Source: an optimization exercise on an open RTL-to-GDS flow (aim: small area, a short achievable clock period and few clock cycles per item). Production flows keep margins and buffers that such runs may drop. Only simulation tests tie the RTL to the original design; equivalence was not proved. Power and IR drop assume default switching activity.

**flow/constraint.sdc**
```tcl
create_clock -name core_clock -period 8.0 [get_ports {clk}]
set_input_delay 1.6000 -clock core_clock [delete_from_list [all_inputs] [get_ports {clk}]]
set_output_delay 1.6000 -clock core_clock [all_outputs]
set_load 0.01 [all_outputs]
```
**flow/design.v**
```verilog
package aesPkg;
    typedef logic [7:0]               byteT;
    typedef logic [32-1:0]   wordT;
    typedef logic [127:0]             stateT;
    typedef logic [3:0]               roundT;
    typedef logic [8-1:0]   apbAddrT;
    typedef logic [6:0]               segT;   
    typedef logic [4*3-1:0] bcdT;
    typedef enum logic {
        IDLE,
        RUN
    } engineStateE;
    function automatic byteT xtime(byteT b);
        xtime = {b[6:0], 1'b0} ^ (b[7] ? 8'h1b : 8'h00);
    endfunction
endpackage
`timescale 1ns/1ps
module aesSbox (
    input  aesPkg::byteT in,
    output aesPkg::byteT out
);
    localparam logic [2047:0] sBoxTable = {
        128'h637c777bf26b6fc53001672bfed7ab76,
        128'hca82c97dfa5947f0add4a2af9ca472c0,
        128'hb7fd9326363ff7cc34a5e5f171d83115,
        128'h04c723c31896059a071280e2eb27b275,
        128'h09832c1a1b6e5aa0523bd6b329e32f84,
        128'h53d100ed20fcb15b6acbbe394a4c58cf,
        128'hd0efaafb434d338545f9027f503c9fa8,
        128'h51a3408f929d38f5bcb6da2110fff3d2,
        128'hcd0c13ec5f974417c4a77e3d645d1973,
        128'h60814fdc222a908846eeb814de5e0bdb,
        128'he0323a0a4906245cc2d3ac629195e479,
        128'he7c8376d8dd54ea96c56f4ea657aae08,
        128'hba78252e1ca6b4c6e8dd741f4bbd8b8a,
        128'h703eb5664803f60e613557b986c11d9e,
        128'he1f8981169d98e949b1e87e9ce5528df,
        128'h8ca1890dbfe6426841992d0fb054bb16
    };
    assign out = sBoxTable[2047 - 8*in -: 8];
endmodule
`timescale 1ns/1ps
module aesKeySchedule (
    input  logic  clk,
    input  logic  rstN,
    input  logic  load,
    input  logic  step,
    input  aesPkg::stateT cipherKey,
    output aesPkg::stateT roundKey
);
    aesPkg::stateT keyReg;
    aesPkg::stateT baseKey;
    aesPkg::stateT nextKey;
    aesPkg::byteT  rcon;
    aesPkg::byteT  rconUse;
    aesPkg::wordT  rotW;
    aesPkg::wordT  subW;
    assign baseKey = load ? cipherKey : keyReg;
    assign rconUse = load ? 8'h01 : rcon;
    assign rotW    = {baseKey[23:0], baseKey[31:24]};
    for (genvar i = 0; i < 4; i++) begin : gSubWord
        aesSbox uSbox (
            .in  (rotW[8*i +: 8]),
            .out (subW[8*i +: 8])
        );
    end
    assign nextKey[127:96] = baseKey[127:96] ^ subW ^ {rconUse, 24'h0};
    assign nextKey[95:64]  = baseKey[95:64] ^ nextKey[127:96];
    assign nextKey[63:32]  = baseKey[63:32] ^ nextKey[95:64];
    assign nextKey[31:0]   = baseKey[31:0] ^ nextKey[63:32];
    always_ff @(posedge clk or negedge rstN) begin
        if (!rstN)
            rcon <= 8'h01;
        else if (load)
            rcon <= 8'h02;
        else if (step)
            rcon <= aesPkg::xtime(rcon);
    end
    always_ff @(posedge clk) begin
        if (load || step)
            keyReg <= nextKey;
    end
    assign roundKey = keyReg;
endmodule
`timescale 1ns/1ps
module aesRoundEngine (
    input  logic  clk,
    input  logic  rstN,
    input  logic  coreStart,
    input  aesPkg::stateT coreKey,
    input  aesPkg::stateT coreBlock,
    output logic  coreBusy,
    output logic  coreDone,
    output aesPkg::stateT coreResult
);
    aesPkg::engineStateE engState;
    aesPkg::roundT       round;
    aesPkg::stateT       stateReg;
    aesPkg::stateT       shifted;
    aesPkg::stateT       mixed;
    aesPkg::stateT       nextState;
    aesPkg::stateT       roundKey;
    aesPkg::byteT        subB [16];
    logic        loadKey;
    logic        lastRound;
    logic        doneQ;
    function automatic aesPkg::wordT mixColumn(aesPkg::wordT col);
        aesPkg::byteT b0, b1, b2, b3;
        aesPkg::byteT m0, m1, m2, m3;
        b0 = col[31:24];
        b1 = col[23:16];
        b2 = col[15:8];
        b3 = col[7:0];
        m0 = aesPkg::xtime(b0);
        m1 = aesPkg::xtime(b1);
        m2 = aesPkg::xtime(b2);
        m3 = aesPkg::xtime(b3);
        mixColumn = {m0 ^ m1 ^ b1 ^ b2 ^ b3,
                b0 ^ m1 ^ m2 ^ b2 ^ b3,
                b0 ^ b1 ^ m2 ^ m3 ^ b3,
                m0 ^ b0 ^ b1 ^ b2 ^ m3};
    endfunction
    assign loadKey   = engState == aesPkg::IDLE && coreStart;
    assign lastRound = round == aesPkg::roundT'(10);
    aesKeySchedule uKeySched (
        .clk       (clk),
        .rstN      (rstN),
        .load      (loadKey),
        .step      (engState == aesPkg::RUN),
        .cipherKey (coreKey),
        .roundKey  (roundKey)
    );
    for (genvar i = 0; i < 16; i++) begin : gSubShift
        aesSbox uSbox (
            .in  (stateReg[127-8*i -: 8]),
            .out (subB[i])
        );
        assign shifted[127-8*i -: 8] = subB[(i % 4) + 4 * (((i / 4) + (i % 4)) % 4)];
    end
    for (genvar c = 0; c < 4; c++) begin : gMix
        assign mixed[127-32*c -: 32] = mixColumn(shifted[127-32*c -: 32]);
    end
    assign nextState = (lastRound ? shifted : mixed) ^ roundKey;  
    always_ff @(posedge clk or negedge rstN) begin
        if (!rstN) begin
            engState <= aesPkg::IDLE;
            round    <= '0;
            doneQ    <= 1'b0;
        end else begin
            doneQ <= 1'b0;
            case (engState)
                aesPkg::IDLE: begin
                    if (coreStart) begin
                        engState <= aesPkg::RUN;
                        round    <= aesPkg::roundT'(1);
                    end
                end
                aesPkg::RUN: begin
                    if (lastRound) begin
                        engState <= aesPkg::IDLE;
                        doneQ    <= 1'b1;
                    end else begin
                        round <= round + 1'b1;
                    end
                end
                default: engState <= aesPkg::IDLE;
            endcase
        end
    end
    always_ff @(posedge clk) begin
        if (loadKey)
            stateReg <= coreBlock ^ coreKey;  
        else if (engState == aesPkg::RUN)
            stateReg <= nextState;
    end
    assign coreBusy   = engState == aesPkg::RUN;
    assign coreDone   = doneQ;
    assign coreResult = stateReg;
endmodule
`timescale 1ns/1ps
module aesApbRegs (
    input  logic    clk,
    input  logic    rstN,
    input  aesPkg::apbAddrT paddr,
    input  logic    psel,
    input  logic    penable,
    input  logic    pwrite,
    input  aesPkg::wordT    pwdata,
    output aesPkg::wordT    prdata,
    output logic    pready,
    output logic    pslverr,
    output logic    coreStart,
    output aesPkg::stateT   coreKey,
    output aesPkg::stateT   coreBlock,
    input  logic    coreBusy,
    input  logic    coreDone,
    input  aesPkg::stateT   coreResult,
    output aesPkg::byteT    resultByte
);
    aesPkg::stateT      keyReg;
    aesPkg::stateT      blockReg;
    aesPkg::stateT      resultReg;
    logic       doneBit;
    logic       startPulse;
    logic       access;
    logic       err;
    logic       wrOk;
    logic       startAcc;
    logic       hitCtrl, hitStatus, hitKey, hitBlock, hitResult;
    aesPkg::apbAddrT    groupAddr;
    logic [6:0] wordLsb;
    assign access    = psel && penable;
    assign pready    = 1'b1;  
    assign groupAddr = {paddr[8-1:4], 4'h0};
    assign wordLsb   = {~paddr[3:2], 5'd0};  
    assign hitCtrl   = paddr == 8'h00;
    assign hitStatus = paddr == 8'h04;
    assign hitKey    = paddr[1:0] == 2'b00 && groupAddr == 8'h10;
    assign hitBlock  = paddr[1:0] == 2'b00 && groupAddr == 8'h20;
    assign hitResult = paddr[1:0] == 2'b00 && groupAddr == 8'h30;
    always_comb begin
        err = 1'b0;
        if (!(hitCtrl || hitStatus || hitKey || hitBlock || hitResult))
            err = 1'b1;
        else if (pwrite && (hitStatus || hitResult))
            err = 1'b1;  
        else if (pwrite && coreBusy && (hitCtrl || hitKey || hitBlock))
            err = 1'b1;  
    end
    assign pslverr  = access && err;
    assign wrOk     = access && pwrite && !err;
    assign startAcc = wrOk && hitCtrl && pwdata[0];
    always_comb begin
        prdata = '0;
        if (access && !pwrite && !err) begin
            if (hitStatus)
                prdata = {{(32-2){1'b0}}, doneBit, coreBusy};
            else if (hitKey)
                prdata = keyReg[wordLsb +: 32];
            else if (hitBlock)
                prdata = blockReg[wordLsb +: 32];
            else if (hitResult)
                prdata = resultReg[wordLsb +: 32];
        end
    end
    always_ff @(posedge clk or negedge rstN) begin
        if (!rstN) begin
            keyReg     <= '0;
            blockReg   <= '0;
            resultReg  <= '0;
            doneBit    <= 1'b0;
            startPulse <= 1'b0;
        end else begin
            startPulse <= startAcc;
            if (wrOk && hitKey)
                keyReg[wordLsb +: 32] <= pwdata;
            if (wrOk && hitBlock)
                blockReg[wordLsb +: 32] <= pwdata;
            if (coreDone)
                resultReg <= coreResult;
            if (startAcc)
                doneBit <= 1'b0;
            else if (coreDone)
                doneBit <= 1'b1;  
        end
    end
    assign coreStart = startPulse;
    assign coreKey   = keyReg;
    assign coreBlock = blockReg;
    assign resultByte = resultReg[7:0];
endmodule
`timescale 1ns/1ps
module aesSegDisplay (
    input  aesPkg::byteT                        value,
    output logic [3*7-1:0]    segOut
);
    aesPkg::bcdT bcd;
    always_comb begin
        bcd = '0;
        for (int i = 7; i >= 0; i--) begin
            for (int d = 0; d < 3; d++) begin
                if (bcd[4*d +: 4] >= 4'd5)
                    bcd[4*d +: 4] = bcd[4*d +: 4] + 4'd3;
            end
            bcd = {bcd[4*3-2:0], value[i]};
        end
    end
    for (genvar d = 0; d < 3; d++) begin : gDigit
        aesPkg::segT seg;
        always_comb begin
            case (bcd[4*d +: 4])
                4'd0:    seg = 7'b1000000;
                4'd1:    seg = 7'b1111001;
                4'd2:    seg = 7'b0100100;
                4'd3:    seg = 7'b0110000;
                4'd4:    seg = 7'b0011001;
                4'd5:    seg = 7'b0010010;
                4'd6:    seg = 7'b0000010;
                4'd7:    seg = 7'b1111000;
                4'd8:    seg = 7'b0000000;
                4'd9:    seg = 7'b0010000;
                default: seg = 7'b1111111;  
            endcase
        end
        assign segOut[7*d +: 7] = seg;
    end
endmodule
`timescale 1ns/1ps
module aesTop (
    input  logic        clk,
    input  logic        rstN,
    input  aesPkg::apbAddrT     paddr,
    input  logic        psel,
    input  logic        penable,
    input  logic        pwrite,
    input  aesPkg::wordT        pwdata,
    output aesPkg::wordT        prdata,
    output logic        pready,
    output logic        pslverr,
    output logic [20:0] segOut
);
    aesPkg::byteT resultByte;
    logic  coreStart;
    aesPkg::stateT coreKey;
    aesPkg::stateT coreBlock;
    logic  coreBusy;
    logic  coreDone;
    aesPkg::stateT coreResult;
    aesApbRegs uRegs (
        .clk        (clk),
        .rstN       (rstN),
        .paddr      (paddr),
        .psel       (psel),
        .penable    (penable),
        .pwrite     (pwrite),
        .pwdata     (pwdata),
        .prdata     (prdata),
        .pready     (pready),
        .pslverr    (pslverr),
        .coreStart  (coreStart),
        .coreKey    (coreKey),
        .coreBlock  (coreBlock),
        .coreBusy   (coreBusy),
        .coreDone   (coreDone),
        .coreResult (coreResult),
        .resultByte (resultByte)
    );
    aesRoundEngine uEngine (
        .clk  (clk),
        .rstN (rstN),
        .coreStart  (coreStart),
        .coreKey    (coreKey),
        .coreBlock  (coreBlock),
        .coreBusy   (coreBusy),
        .coreDone   (coreDone),
        .coreResult (coreResult)
    );
    aesSegDisplay uDisplay (
        .value  (resultByte),
        .segOut (segOut)
    );
endmodule
```
**flow/config.mk**
```make
export PLATFORM = sky130hd
export DESIGN_NAME = aesTop
export DESIGN_NICKNAME = aesTop
export VERILOG_FILES = /design/flow/design.v
export SDC_FILE = /design/flow/constraint.sdc
export NUM_CORES = 4
export LEC_CHECK = 0
export CAP_MARGIN = 20
export CELL_PAD_IN_SITES_DETAIL_PLACEMENT = 2
export CELL_PAD_IN_SITES_GLOBAL_PLACEMENT = 2
export CORE_MARGIN = 2
export CORE_UTILIZATION = 25
export PLACE_DENSITY = 0.3
export SLEW_MARGIN = 20
```
**flow/run.sh**
```bash
#!/bin/bash
# synth_recipe.tcl (not shown) runs the flow's synth.tcl, then flattens the netlist and writes it again
# the make line also repeats each setting of config.mk as NAME=value (left out here)
make -C /OpenROAD-flow-scripts/flow DESIGN_CONFIG=/design/flow/config.mk WORK_HOME=/design/flow/orfs CLKGATE_MAP_FILE= SYNTH_SCRIPT=/design/flow/synth_recipe.tcl finish
```
==> impl_metrics.ini <==
[outcome]
status = no timing/DRC/antenna violations

[detailed_routing]
dr.pass1.iters = 6
post-route-drc-count = 0
drt_iter0_markers = 16800
finalWirelength_um = 895000
avgViaCountPerCell = 6.68
ant_nets = 0
wl_per_cell_um = 39.7
vias = 151000

[clock_network]
clk_latency_ns = 0.80
clk_transition_reported_paths_ns = 0.06
cts_tree = done
cts_buffers = 88
cts.sinks = 656
htreeDepth = 3
cts_buffer_depth = 3
clockRootBuffer = clkbuf_16

[placed_design]
placed_area_sq_um = 130000
io_buffer_count = 97
gp_congestion = 0.957
dp_cells = 22300
dp_hpwl_um = 658000

[floorplan]
die_h_um = 697
num_io_pins = 100
core_area_sq_um = 479000
die_area_sq_um = 486000
floorplan.initialDensity = 0.251
die_x_um = 697
core.rowCount = 254

[finish]
instances_no_fill = 22500
multiInputGateArea_sq_um = 94800
nets = 16400
stdcell_area_sq_um = 133000
fin_util = 0.278
seq_area_sq_um = 17700
syn_to_final_growth_pct = 10.8
n_fill_cell = 55800
drive_gt1_frac = 0.122

[sta]
fin_skew_ns = 0.0877
setup_viol = 0
tns_ns = 0
rsz0062_at_grt = yes
hold_violations = 0
max_freq_mhz = 129
period_needed_ns = 7.73
whs_ns = 0.498
min_period_over_period = 0.966
slew_viol_final = 0
worst_pin_slew_ns = 1.37
maxSlewHeadroom = 0.0861

[synthesis]
synth_edf_count = 256
synth_seq_cells = 656
syn-instance-count = 16800
syn-num-nets = 17200
syn_area_per_cell_sq_um = 7.14
synth_area_sq_um = 120000
ys_async_sr_fraction = 0.610
ys_warn_count = 5
synth_ff_type = dfrtp_1
ys_seq_area_frac = 0.147
synth_cell_types = 148

[critical_path]
critPathMaxStageDelay_ns = 0.47
crit_fanout = 5
worstSetupStartpointType = flip-flop
required_ns = 6.40
worstSetupStartpoint = uRegs.resultReg[6]
cp-end-kind = primary output
crit_arrival_ns = 6.13
slowest_stage = or3b_2
critPathKind = reg -> out
timing.rr.start = uEngine.stateReg[40]

[global_route]
grt_start_max_net_pins = 132
antenna_found_initial = 59
grt_pass1_wl_um = 1260000
grt-ovfl-total = 0
first_global_vias = 153000
grt.total_usage = 0.351

[power]
power_density_nw_per_um2 = 61.6
ir_worst_vdd_mv = 0.164
p_leak_nw = 46.3

[min_path]
hp-class = reg -> reg
hold_start = uEngine.round[3]

[job]
timing.max_cap.violations = 0
[worst max-delay path: cells and delay by family, from the launching register on]
kind	cells	cell delay (ns)
flops	1	0.39
buf+inv	7	0.78
mux	1	0.15
compound gates	8	1.64
xor+xnor	1	0.18
fa+ha+maj	5	0.98
simple gates	7	1.25
[power breakdown]
part,internal [mW],switching [mW],leakage [nW],total [mW]
combinational,0.0987,0.251,36.9,0.350
clock,2.47,1.90,1.49,4.37
sequential,3.48,0.00388,7.88,3.49
[synthesized netlist by cell type, types with 104 or more instances]
cell          n  share of area
o311ai_0    234          0.017
ha_1        301          0.031
a22o_1      289          0.021
nand2b_1    214          0.011
or3_1       145         0.0075
nand4_1     116         0.0060
a221oi_1    234          0.017
nand2_1    1334          0.042
clkbuf_1   1248          0.039
and3_1      107         0.0056
o31ai_1     143         0.0089
buf_2       411          0.017
a22oi_1     147         0.0092
o22ai_1     187         0.0097
a211oi_1    339          0.021
o21ai_0    1562          0.065
nor2_1     1276          0.040
mux4_2      121          0.023
nor3_1      576          0.024
edfxtp_1    256          0.064
o221ai_1    175          0.013
buf_1       248         0.0077
nand3_1     557          0.023
dfrtp_1     399          0.083
inv_1       198         0.0062
mux2_2      187          0.018
a31oi_1     320          0.017
o2111ai_1   147          0.011
o211ai_1    427          0.027
a311oi_1    219          0.016
nor4_1      104         0.0054
nor2b_1     178         0.0093
mux2i_1     188          0.016
xnor2_1     677          0.049
xor2_1      314          0.023
a21oi_1    1481          0.062
[state kept, by name (all words and copies together), names as in the netlist]
signal and flops:
uEngine.stateReg 128, uEngine.uKeySched.keyReg 128, uRegs.blockReg 128, uRegs.keyReg 128, uRegs.resultReg 128, uEngine.uKeySched.rcon 8, uEngine.round 4, uEngine.doneQ 1
uEngine.engState 1, uRegs.doneBit 1, uRegs.startPulse 1
[repair_timing]
action	CTS	global route
resized for setup	17	32
endpoints found under the setup margin	7	14
pin swaps	2	11
buffers inserted	2	2
hold buffers	0	0
[layout make-up]
class	instances	area share
well taps	6400	0.0601
flip-flops and latches	656	0.133
clock buffers	119	0.0186
diodes	25	0.000470
multi-input cells	14000	0.712
repair buffers	1067	0.0649
clock inverters	46	0.00460
inverters	244	0.00693
[worst paths after layout]
kind,end,slack (ns),cells past startpoint
max,segOut[13],0.27,29
min,uEngine.round[3],0.50,1
min reg2reg,uEngine.round[3],0.50,1
min in group asynchronous,uRegs.blockReg[3],0.82,1
max reg2reg,uEngine.stateReg[107],0.74,17
max in group asynchronous,uRegs.keyReg[18],5.08,3
[cell families after synthesis]
group	synth area share
xor gates and xnor gates	0.0843
DFF	0.147
and+or+nand+nor	0.204
adders and majority gates	0.0314
buffers and inverters	0.0757
other	0.0000625
muxes	0.0560
AOI/OAI and AO/OA	0.401
[metrics by stage]
step	total power, mW	worst slack, ns
4_1_cts	8.27	0.0472
3_5_place_dp	3.90	0.320
3_3_place_gp	3.90	0.0342
2_1_floorplan	3.70	1.06
6_report	8.20	0.269
5_1_grt	8.40	-0.0550
[layer usage]
metal,global-route usage,part of all wire
met4,0.130,0.043
met2,0.563,0.45
met3,0.0433,0.063
met5,0,0.00023
met1,0.479,0.44
[cell usage in the layout (no fill, tap or decap), types with 318 or more instances in the layout]
| cell | n |
|---|---|
| buf_4 | 935 |
| nor3_1 | 565 |
| o21ai_0 | 1553 |
| a21oi_1 | 1474 |
| dfrtp_1 | 398 |
| o211ai_1 | 427 |
| nand3_1 | 557 |
| a211oi_1 | 338 |
| xnor2_1 | 641 |
| nand2_1 | 1325 |
| nor2_1 | 1247 |
| a31oi_1 | 318 |
Testbench counts, summed over its fixed seeds: cycles 12,672, blocks 384.

## static timing again, ports no longer ideal
In the flow no input, the clock included, has a driving cell. The finished layout below was timed again as built, in two steps. Step 1: set_driving_cell puts a clkbuf_16 on clk and a buf_2 on each other input, an assumption about the parent block. Step 2 times the ports against the registers' clock, not the clock port: input delays grow and output delays shrink by t, the midpoint of the rising clock arrivals with the driver on. Slacks: ideal ports / drivers / drivers and shift; pairs: ideal ports / drivers.
t (ns): 0.869
setup slack, ns: 0.269 / 0.159 / 0.743
hold slack, ns: 0.498 / 0.498 / 0.498
worst setup path at the end: register to register
After both steps setup and hold are still met in this run. The setup slack of this run moves by -0.110 ns with the drivers and by +0.474 ns with both steps.
